Source: an optimization exercise on an open RTL-to-GDS flow (aim: small area). Production flows keep margins and buffers that such runs may drop.
In this exercise RTL edits were held to simulation tests only and were not proved equivalent to the original.
In this run the design's own scripts or RTL, not TritonCTS, make the clock network.
The clock input has no modelled driver; a real chip could not lean on it and would need a root buffer or a full tree.
No activity file was given, so power comes from the tool's default toggle rates.

<file path="flow/design.v">
module hub75_bcm_ctl #(
  parameter int COLOR_COUNT = 3,
  parameter int COLOR_BITS = 4,
  parameter int COL_ADDR_BITS = 6,
  parameter int ROW_ADDR_BITS = 4,
  parameter int SECTIONS = 2,
  parameter int BLANK_CYCLES = 4,
  parameter int ON_UNIT = 8
) (
  input  logic clk,
  input  logic rst,
  input  logic enable,
  input  logic [7:0] brightness,
  input  logic [SECTIONS*COLOR_COUNT*(2**COL_ADDR_BITS)*COLOR_BITS-1:0] row_in,
  input  logic row_valid,
  output logic row_req,
  output logic [ROW_ADDR_BITS-1:0] next_row,
  output logic hub_clk,
  output logic hub_lat,
  output logic hub_noe,
  output logic [ROW_ADDR_BITS-1:0] hub_mux,
  output logic [SECTIONS*COLOR_COUNT-1:0] s_out,
  output logic frame_done
);
  localparam int C = 2**COL_ADDR_BITS;
  localparam int SC = SECTIONS*COLOR_COUNT;
  localparam int L = 255;
  localparam logic [1:0] P_IDLE = 2'd0, P_SHIFT = 2'd1, P_BLANK = 2'd2, P_DISP = 2'd3;
  logic [1:0] ph, ph_n;            
  logic [6:0] cnt, cnt_n;          
  logic [5:0] cnt_hi;
  assign cnt = {cnt_hi, hub_clk};
  logic [1:0] plane, plane_n;
  logic [6:0] br, br_n;            
  logic nreq;                      
  logic load, nload;
  logic sh, bl, dp, cin, e, req_n, done_n, lat_n;
  logic [5:0] up;
  logic [6:0] mask;
  assign load = row_req & row_valid;
  assign nload = nreq | ~row_valid;
  always_comb begin
    sh = ph == P_SHIFT;
    bl = ph == P_BLANK;
    dp = ph == P_DISP;
    cin = cnt[0] | ~sh;
    {e, up} = {1'b0, cnt[6:1]} + 7'(cin);
    ph_n = ph;
    plane_n = plane;
    req_n = row_req;
    done_n = 1'b0;
    case (ph)
      P_IDLE: begin
        req_n = row_req ? !row_valid : enable;
        if (load) ph_n = P_SHIFT;
      end
      P_SHIFT: if (e) begin
        ph_n = P_BLANK;
        plane_n = plane + 1'b1;
      end
      P_BLANK: if (e) ph_n = P_DISP;
      default: if (e) begin
        if (plane == 2'd0) begin
          ph_n = P_IDLE;
          req_n = enable;
          done_n = &next_row;
        end else begin
          ph_n = P_SHIFT;
        end
      end
    endcase
    case (plane)
      2'd1: mask = 7'b0001110;
      2'd2: mask = 7'b0000110;
      2'd3: mask = 7'b0000010;
      default: mask = 7'b0000000;
    endcase
    if (ph == P_IDLE) cnt_n = '0;
    else cnt_n = {up, sh & ~cnt[0]}
                 | (sh & e ? 7'b1101110 : 7'b0)
                 | (bl & e || dp & !e ? mask : 7'b0);
    lat_n = bl && cnt[4:1] == 4'b1010;
    br_n = bl & e ? {brightness[7:2], &brightness[1:0]} : br;
  end
  always_ff @(posedge clk) begin
    br <= br_n;
    cnt_hi <= cnt_n[6:1];
  end
  logic [SC-1:0][L-1:0] ring, rin;
  localparam int H0 = 63, H1 = 126, H2 = 190, H3 = 254;
  for (genvar b = 0; b < 4; b++) begin : g_pl
    for (genvar kk = (b == 0 ? 1 : 0); kk < C; kk++) begin : g_col
      localparam int HB = b == 0 ? H0 : b == 1 ? H1 : b == 2 ? H2 : H3;
      localparam int J = (2*(HB - kk)) % L;
      for (genvar i = 0; i < SC; i++) begin : g_ln
        assign rin[i][J] = row_in[(i*C + C-1 - kk)*COLOR_BITS + b];
      end
    end
  end
  always_ff @(posedge clk) begin
    for (int i = 0; i < SC; i++)
      for (int k = 0; k < L; k++)
        ring[i][k] <= ~((load | ring[i][(k+L-1)%L]) & (nload | rin[i][k]));
  end
  logic [SC-1:0] tap, s_n;
  always_comb
    for (int i = 0; i < SC; i++) begin
      case (plane)
        2'd0: tap[i] = ring[i][125];
        2'd1: tap[i] = ~ring[i][141];
        2'd2: tap[i] = ring[i][167];
        default: tap[i] = ~ring[i][209];
      endcase
      s_n[i] = load ? row_in[(i*C + C-1)*COLOR_BITS] :
               ph_n == P_SHIFT && (cnt_n[0] ? s_out[i] : tap[i]);
    end
  always_ff @(posedge clk or posedge rst) begin
    if (rst) begin
      ph <= P_IDLE;
      hub_clk <= 1'b0;
      plane <= '0;
      next_row <= '0;
      hub_lat <= 1'b0;
      hub_noe <= 1'b1;
      hub_mux <= '0;
      s_out <= '0;
      row_req <= 1'b0;
      nreq <= 1'b1;
      frame_done <= 1'b0;
    end else begin
      ph <= ph_n;
      hub_clk <= cnt_n[0];
      plane <= plane_n;
      if (dp && e && plane == 2'd0) next_row <= next_row + 1'b1;
      hub_lat <= lat_n;
      hub_noe <= !(ph_n == P_DISP && {cnt_n[6:1], 1'b1} <= br_n);
      if (lat_n) hub_mux <= next_row;
      s_out <= s_n;
      row_req <= req_n;
      nreq <= !req_n;
      frame_done <= done_n;
    end
  end
endmodule
</file>
<file path="flow/flow/run.sh">
#!/bin/bash
# Standard ORFS layout, with minimum-size port buffers and the clock tree
# built by cts_tree.tcl (recursive-bisection clusters) in place of TritonCTS.
set -euo pipefail
# Leaves: inv_16 driving about 34 flip-flops (a leaf whose flip-flops would see
# a clock slew over CT_SLEW_TARGET is split in two); then a level of clkbuf_16
# and a level of clkbuf_8, fanout 4 each; a clkinv_8 root on the clock port
# (two inversions in all).
export CT_LEAF_SINKS=${CT_LEAF_SINKS:-34}
export CT_LEAF_BUF=${CT_LEAF_BUF:-sky130_fd_sc_hd__inv_16}
export CT_UP_BUFS=${CT_UP_BUFS:-"sky130_fd_sc_hd__clkbuf_16 sky130_fd_sc_hd__clkbuf_8"}
export CT_ROOT_BUF=${CT_ROOT_BUF:-sky130_fd_sc_hd__clkinv_8}
export CT_FANOUTS=${CT_FANOUTS:-"4 4"}
export CT_SLEW_TARGET=${CT_SLEW_TARGET:-0.112}
bash standard.sh \
  'BUFFER_PORTS_ARGS=-buffer_cell sky130_fd_sc_hd__buf_1' \
  "PRE_CTS_TCL=$PWD/flow/cts_tree.tcl" \
  finish > flow.log 2>&1
</file>
<file path="flow/flow/cts_tree.tcl">
# Clock tree built by recursive bisection: the flip-flops are split into
# compact clusters of about CT_LEAF_SINKS sinks, each driven by one leaf cell
# (CT_LEAF_BUF) at its centre; the leaf cells are split the same way into
# groups of CT_FANOUTS each, driven by the next level's cells (CT_UP_BUFS),
# and so on until one root cell (CT_ROOT_BUF) remains, which is the only cell
# the clock port drives. Leaf clusters whose flip-flops would see a clock
# slew over CT_SLEW_TARGET are split in two. The number of inverting levels
# must be even. Replaces clock_tree_synthesis in ORFS's cts.tcl (sourced as
# its PRE_CTS_TCL hook); ORFS's own legalisation and hold repair then follow.

proc ct_env {name default} {
  if {[info exists ::env($name)] && $::env($name) ne ""} { return $::env($name) }
  return $default
}

# items: list of {x y payload}; k: number of groups. Returns a list of groups.
proc ct_split {items k} {
  if {$k <= 1 || [llength $items] <= 1} { return [list $items] }
  set xs [lmap i $items {lindex $i 0}]
  set ys [lmap i $items {lindex $i 1}]
  set dx [expr {[tcl::mathfunc::max {*}$xs] - [tcl::mathfunc::min {*}$xs]}]
  set dy [expr {[tcl::mathfunc::max {*}$ys] - [tcl::mathfunc::min {*}$ys]}]
  set sorted [lsort -integer -index [expr {$dx >= $dy ? 0 : 1}] $items]
  set k1 [expr {$k / 2}]
  set k2 [expr {$k - $k1}]
  set n [llength $items]
  set n1 [expr {int(round(double($n) * $k1 / $k))}]
  return [concat [ct_split [lrange $sorted 0 [expr {$n1 - 1}]] $k1] \
                 [ct_split [lrange $sorted $n1 end] $k2]]
}

proc ct_centre {items} {
  set sx 0.0; set sy 0.0
  foreach i $items { set sx [expr {$sx + [lindex $i 0]}]; set sy [expr {$sy + [lindex $i 1]}] }
  set n [llength $items]
  return [list [expr {int($sx / $n)}] [expr {int($sy / $n)}]]
}

proc ct_add_buffer {block master name xy in_net out_net} {
  set inst [odb::dbInst_create $block $master $name]
  set w [$master getWidth]; set h [$master getHeight]
  $inst setLocation [expr {[lindex $xy 0] - $w / 2}] [expr {[lindex $xy 1] - $h / 2}]
  $inst setPlacementStatus PLACED
  [$inst findITerm A] connect $in_net
  foreach it [$inst getITerms] {
    if {[$it isOutputSignal]} { $it connect $out_net }
  }
  return $inst
}

proc ct_build {args} {
  set db [ord::get_db]
  set block [ord::get_db_block]
  set leaf_sinks [ct_env CT_LEAF_SINKS 20]
  set fanouts [ct_env CT_FANOUTS {8 4}]
  set leaf_master [$db findMaster [ct_env CT_LEAF_BUF sky130_fd_sc_hd__clkbuf_8]]
  set up_master [$db findMaster [ct_env CT_UP_BUF sky130_fd_sc_hd__clkbuf_16]]
  set root_master [$db findMaster [ct_env CT_ROOT_BUF sky130_fd_sc_hd__clkbuf_16]]
  set clk [$block findNet [ct_env CT_CLOCK_NET clk]]
  set sinks {}
  foreach it [$clk getITerms] {
    set b [[$it getInst] getBBox]
    lappend sinks [list [expr {([$b xMin] + [$b xMax]) / 2}] [expr {([$b yMin] + [$b yMax]) / 2}] $it]
  }
  # Level 0: the sinks grouped into leaf clusters. Each level's nodes are
  # {x y net} where net is the net the node's buffer will drive.
  set n [expr {int(ceil(double([llength $sinks]) / $leaf_sinks))}]
  set nodes {}
  set i 0
  foreach grp [ct_split $sinks $n] {
    set net [odb::dbNet_create $block ctnet_0_$i]
    $net setSigType CLOCK
    foreach s $grp {
      set it [lindex $s 2]
      $it disconnect
      $it connect $net
    }
    lappend nodes [list {*}[ct_centre $grp] $net]
    incr i
  }
  puts "ct_build: [llength $sinks] sinks, $n leaf buffers"
  set level 0
  set master $leaf_master
  # Each pass places the buffers for the current nodes, grouping them under
  # new parent nets, until a single node (the root) remains.
  while {1} {
    set fo [lindex $fanouts [expr {min($level, [llength $fanouts] - 1)}]]
    set np [expr {int(ceil(double([llength $nodes]) / $fo))}]
    if {[llength $nodes] == 1} { set np 0 }
    if {$np == 0} {
      set nd [lindex $nodes 0]
      set rm [expr {$level == 0 ? $master : $root_master}]
      ct_add_buffer $block $rm ctbuf_${level}_0 [lrange $nd 0 1] $clk [lindex $nd 2]
      break
    }
    set parents {}
    set j 0
    if {$level > 0} {
      set ups [ct_env CT_UP_BUFS ""]
      if {[llength $ups]} {
        set master [$db findMaster [lindex $ups [expr {min($level - 1, [llength $ups] - 1)}]]]
      }
    }
    foreach grp [ct_split $nodes $np] {
      set pnet [odb::dbNet_create $block ctnet_[expr {$level + 1}]_$j]
      $pnet setSigType CLOCK
      set k 0
      foreach nd $grp {
        ct_add_buffer $block $master ctbuf_${level}_${j}_$k [lrange $nd 0 1] $pnet [lindex $nd 2]
        incr k
      }
      lappend parents [list {*}[ct_centre $grp] $pnet]
      incr j
    }
    puts "ct_build: level [expr {$level + 1}]: $np buffers"
    set nodes $parents
    set master $up_master
    incr level
  }
  set_propagated_clock [all_clocks]
  ct_check_polarity $block $clk
  ct_split_leaves $block
  puts "ct_build: done"
}

# Every path from the clock port to a flip-flop must pass an even number of
# inverters; follow one path down and stop the flow if not.
proc ct_check_polarity {block clk} {
  set inv 0
  set net $clk
  while {1} {
    set next {}
    foreach it [$net getITerms] {
      if {[$it isInputSignal]} { set next [$it getInst]; break }
    }
    if {$next eq "" || ![string match ctbuf_* [$next getName]]} { break }
    if {[string match *inv* [[$next getMaster] getName]]} { incr inv }
    foreach it [$next getITerms] { if {[$it isOutputSignal]} { set net [$it getNet] } }
  }
  puts "ct_build: $inv inverting levels"
  if {$inv % 2} { error "ct_build: odd number of inverting levels in the clock tree" }
}

# Split each leaf cluster whose flip-flops see a clock slew above
# CT_SLEW_TARGET (ns, with placement parasitics) in two, the new half driven
# by a new leaf cell on the same parent net. Repeated CT_SPLIT_PASSES times.
proc ct_pin_xy {it} {
  set b [[$it getInst] getBBox]
  return [list [expr {([$b xMin] + [$b xMax]) / 2}] [expr {([$b yMin] + [$b yMax]) / 2}]]
}

proc ct_split_leaves {block} {
  set target [ct_env CT_SLEW_TARGET 0.115]
  set passes [ct_env CT_SPLIT_PASSES 3]
  set added 0
  for {set pass 0} {$pass < $passes} {incr pass} {
    estimate_parasitics -placement
    set bad {}
    foreach inst [$block getInsts] {
      if {![string match ctbuf_0_* [$inst getName]]} { continue }
      set worst 0
      foreach it [$inst getITerms] {
        if {![$it isOutputSignal]} { continue }
        foreach sink [[$it getNet] getITerms] {
          if {![$sink isInputSignal]} { continue }
          set pin [get_pins [$sink getName]]
          foreach e {rise fall} { set worst [expr {max($worst, [get_property $pin slew_max_$e])}] }
        }
      }
      if {$worst > $target} { lappend bad $inst }
    }
    if {![llength $bad]} { break }
    foreach inst $bad {
      set in_net [[$inst findITerm A] getNet]
      foreach it [$inst getITerms] { if {[$it isOutputSignal]} { set out_net [$it getNet] } }
      set sinks {}
      foreach sink [$out_net getITerms] {
        if {[$sink isInputSignal]} { lappend sinks [list {*}[ct_pin_xy $sink] $sink] }
      }
      if {[llength $sinks] < 2} { continue }
      lassign [ct_split $sinks 2] g1 g2
      set name [$inst getName]_s$pass
      set net [odb::dbNet_create $block ctnet_$name]
      $net setSigType CLOCK
      foreach s $g2 {
        set it [lindex $s 2]
        $it disconnect
        $it connect $net
      }
      ct_add_buffer $block [$inst getMaster] $name [ct_centre $g2] $in_net $net
      set xy [ct_centre $g1]
      set m [$inst getMaster]
      $inst setLocation [expr {[lindex $xy 0] - [$m getWidth] / 2}] [expr {[lindex $xy 1] - [$m getHeight] / 2}]
      incr added
    }
  }
  puts "ct_build: $added leaf clusters split"
}

rename clock_tree_synthesis ct_orig_clock_tree_synthesis
proc clock_tree_synthesis {args} { ct_build }
</file>
<file path="flow/standard.sh">
#!/bin/bash
# synth_recipe.tcl (not shown) runs the flow's synth.tcl, then flattens the netlist and writes it again
# the make line also repeats each setting of config.mk as NAME=value (left out here)
make -C /OpenROAD-flow-scripts/flow DESIGN_CONFIG=/design/flow/config.mk WORK_HOME=/design/flow/orfs CLKGATE_MAP_FILE= SYNTH_SCRIPT=/design/flow/synth_recipe.tcl "${@:-finish}"
</file>
<file path="flow/config.mk">
export PLATFORM = sky130hd
export DESIGN_NAME = hub75_bcm_ctl
export DESIGN_NICKNAME = hub75_bcm_ctl
export VERILOG_FILES = /design/flow/design.v
export SDC_FILE = /design/flow/constraint.sdc
export NUM_CORES = 4
export LEC_CHECK = 0
export CAP_MARGIN = 20
export CORE_AREA = 10 10 530 530
export DIE_AREA = 0 0 540 540
export PLACE_DENSITY = 0.7
export SLEW_MARGIN = 20
</file>
<file path="flow/constraint.sdc">
create_clock -name core_clock -period 10.0 [get_ports {clk}]
set_input_delay 2.0000 -clock core_clock [delete_from_list [all_inputs] [get_ports {clk}]]
set_output_delay 2.0000 -clock core_clock [all_outputs]
set_load 0.01 [all_outputs]
</file>
==> run notes <==
status=timing/DRC/antenna clean; Final Slew Violations=0; RR Startpoint=ph[1]; die height=540 um; setup tns final=0 ps; Starting Density=0.162; DRC=0; post-route ant nets=0; RSZ-0062 raised after global routing=false; Yosys Warn Count=1; Iter 0 DRT Violations=2,105; leakage=18.7 nW; core area=269,000 um^2; row cnt=190; I/O pin cnt=1,567; top cells by count, synth=dfxtp_1, o22ai_1, clkbuf_1; number of synthesized flops with an enable pin=0; Synth top area share=0.708; Final GP Congestion=0.922; Worst Reg-to-Reg Cells=15; crit path kind=input pin to register; type of origin of the critical path=input pin; crit path from=row_valid; Max Cap Viol=0; most frequently used flop master after synthesis=dfxtp_1; Unique masters post-synth=48; Post CTS Setup Buffer Count=0; most frequent cell after synthesis=dfxtp_1; Slew @ Worst Pin=1280 ps; nets=6,506; die width=540 um; Post-Layout Inst Area=54,500 um^2; worst rel slew slack=0.148; Area contributors post-synth=dfxtp_1, o22ai_1, clkbuf_1, dfrtp_1, buf_2; most area-hungry cell type in the Yosys netlist=dfxtp_1; Worst IR Drop VDD=0.000189 V; hold path cells=1; Hold Violations, Final=0; DRT Pass-1 Iters=5; pwr dens=176 nW/um^2; WHS Endpoint=ring[1194]; crit path DAT=4940 ps; Total GRT Usage=0.107; Power, Total=9.58 mW; period utilization=0.437; CP Data Required Time=10,560 ps; worst min path class=register to register; vias per std cell=4.06; min Tclk post-route=4370 ps; Worst Hold Launch=ring[1193]; Layout area overhead=24.9%; Vias=34,600; reg-to-reg slack, setup=6430 ps; FMAX=229 MHz; Reg clk slew, reported paths=120 ps; fraction of layout cells with a size suffix above 1=0.0253; final setup skew=149 ps; first-pass GRT wire length=238,000 um; Async S/R FF share, synth=0.0153; Seq/Total Area, Yosys=0.722; detailed-placement wirelength estimate=134,000 um; die area=292,000 um^2; gr ovfl total=0; Syn Inst Count=3,614; CTS resizes=0; worst reg2reg path endpoint=hub_noe; vias in the first global route=34,400; Final setup viols=0; pin count of the biggest net entering global routing=232; CP endpoint kind=register; DRT Wirelength=172,000 um; initial antenna violation count=39; Hold WS=317 ps; mapped cell area=43,600 um^2; placed inst area=52,900 um^2; syn_area_per_cell=12.1 um^2; hold buffer count at cts=0; wire per inst=20.2 um; CP max FO=211; Mapped Nets=5,179; buffers added on ports=1,566; clock latency (worst-skew pair)=830 ps; final core occ=0.203; Seq cells post-synth=1,567
[cell usage in the layout, fill, tap and decap left out, types with 12 or more instances in the layout]
master,instances
o22ai_1,1529
inv_16,55
dfrtp_1,22
clkbuf_16,12
buf_4,25
dfxtp_1,1543
buf_1,1566
inv_1,19
diode_2,25
ha_1,17
nand2_1,26
nor2_1,13
[state kept, by name, indices dropped and copies added (netlist names)]
signal      cells
br              7
hub_lat         1
ph              2
ring         1530
next_row        4
hub_noe         1
hub_clk         1
hub_mux         4
cnt_hi          6
frame_done      1
row_req         1
nreq            1
s_out           6
plane           2
[logic make-up after synthesis]
logic type | Yosys count | synth area share
AOI/OAI and AO/OA | 1580 | 0.228
DFF | 1567 | 0.722
buffers and inverters | 367 | 0.0339
and+or+nand+nor | 67 | 0.00746
adders and majority gates | 17 | 0.00488
muxes | 9 | 0.00215
xor gates and xnor gates | 7 | 0.00141
[routing by layer]
metal,routed length [um],GRT usage,vias to the layer above
li1,-,-,16600
met1,64700,0.119,16300
met2,85100,0.190,1393
met3,13700,0.0294,253
met5,39,0,-
met4,8570,0.0442,8
[how the worst max path moves through the flow]
stage | cells after the start | to
2_1_floorplan | 6 | ring[110]
3_3_place_gp | 6 | ring[738]
3_5_place_dp | 6 | ring[741]
4_1_cts | 6 | ring[737]
5_1_grt | 6 | ring[729]
6_report | 6 | ring[737]
[final cells by class]
class	instances	area [um^2]
Fill cell	29400	214000
Sequential cell	1567	31500
Multi-Input combinational cell	1680	10700
Timing Repair Buffer	1601	6270
Tap cell	3552	4440
Inverter	76	1190
Buffer	15	342
Antenna cell	25	62.6
[report_power, final]
group / switching [mW] / internal, mW / total [mW]
logic: 0.142 / 0.160 / 0.302
clock network: 2.44 / 0.608 / 3.04
registers: 0 / 6.24 / 6.24
total: 2.58 / 7.01 / 9.58
[worst max-delay path: stages]
cell     delay, ps
buf_1          180
and2_4         750
buf_12         350
buf_12         480
buf_4          440
o22ai_1        120
[metrics by stage]
step,setup WS [ps],std cells
6_report,5630,8516
5_1_grt,5580,8506
4_1_cts,5920,8491
3_5_place_dp,5060,8420
3_3_place_gp,5080,8420
2_1_floorplan,6790,3614

## static timing again, ports no longer ideal
No port has a modelled driver above. Below, the same layout with a new extraction and two added sets of constraints. Step 1 (the two cells are an assumption about what drives the block):
set clk [get_ports {clk}]
set_driving_cell -lib_cell sky130_fd_sc_hd__clkbuf_16 $clk
set_driving_cell -lib_cell sky130_fd_sc_hd__buf_2 [delete_from_list [all_inputs] $clk]
Step 2 also shifts input and output timing later by t, the mid clock arrival at the registers, as if the neighbouring blocks saw the same clock. a / b / c = no drivers / after step 1 / after step 2; a / b = the first two.
t (ns): 0.867
setup slack, ns: 5.626 / 5.668 / 4.801
worst setup path after step 2: input to register
worst register clock-pin slew, ns: 0.12 / 0.12
worst slew at a driven data input, ns: 0.29
After both steps this run still meets setup and hold. For this run, drivers alone change the setup slack by +0.042 ns; drivers and shift together by -0.825 ns.
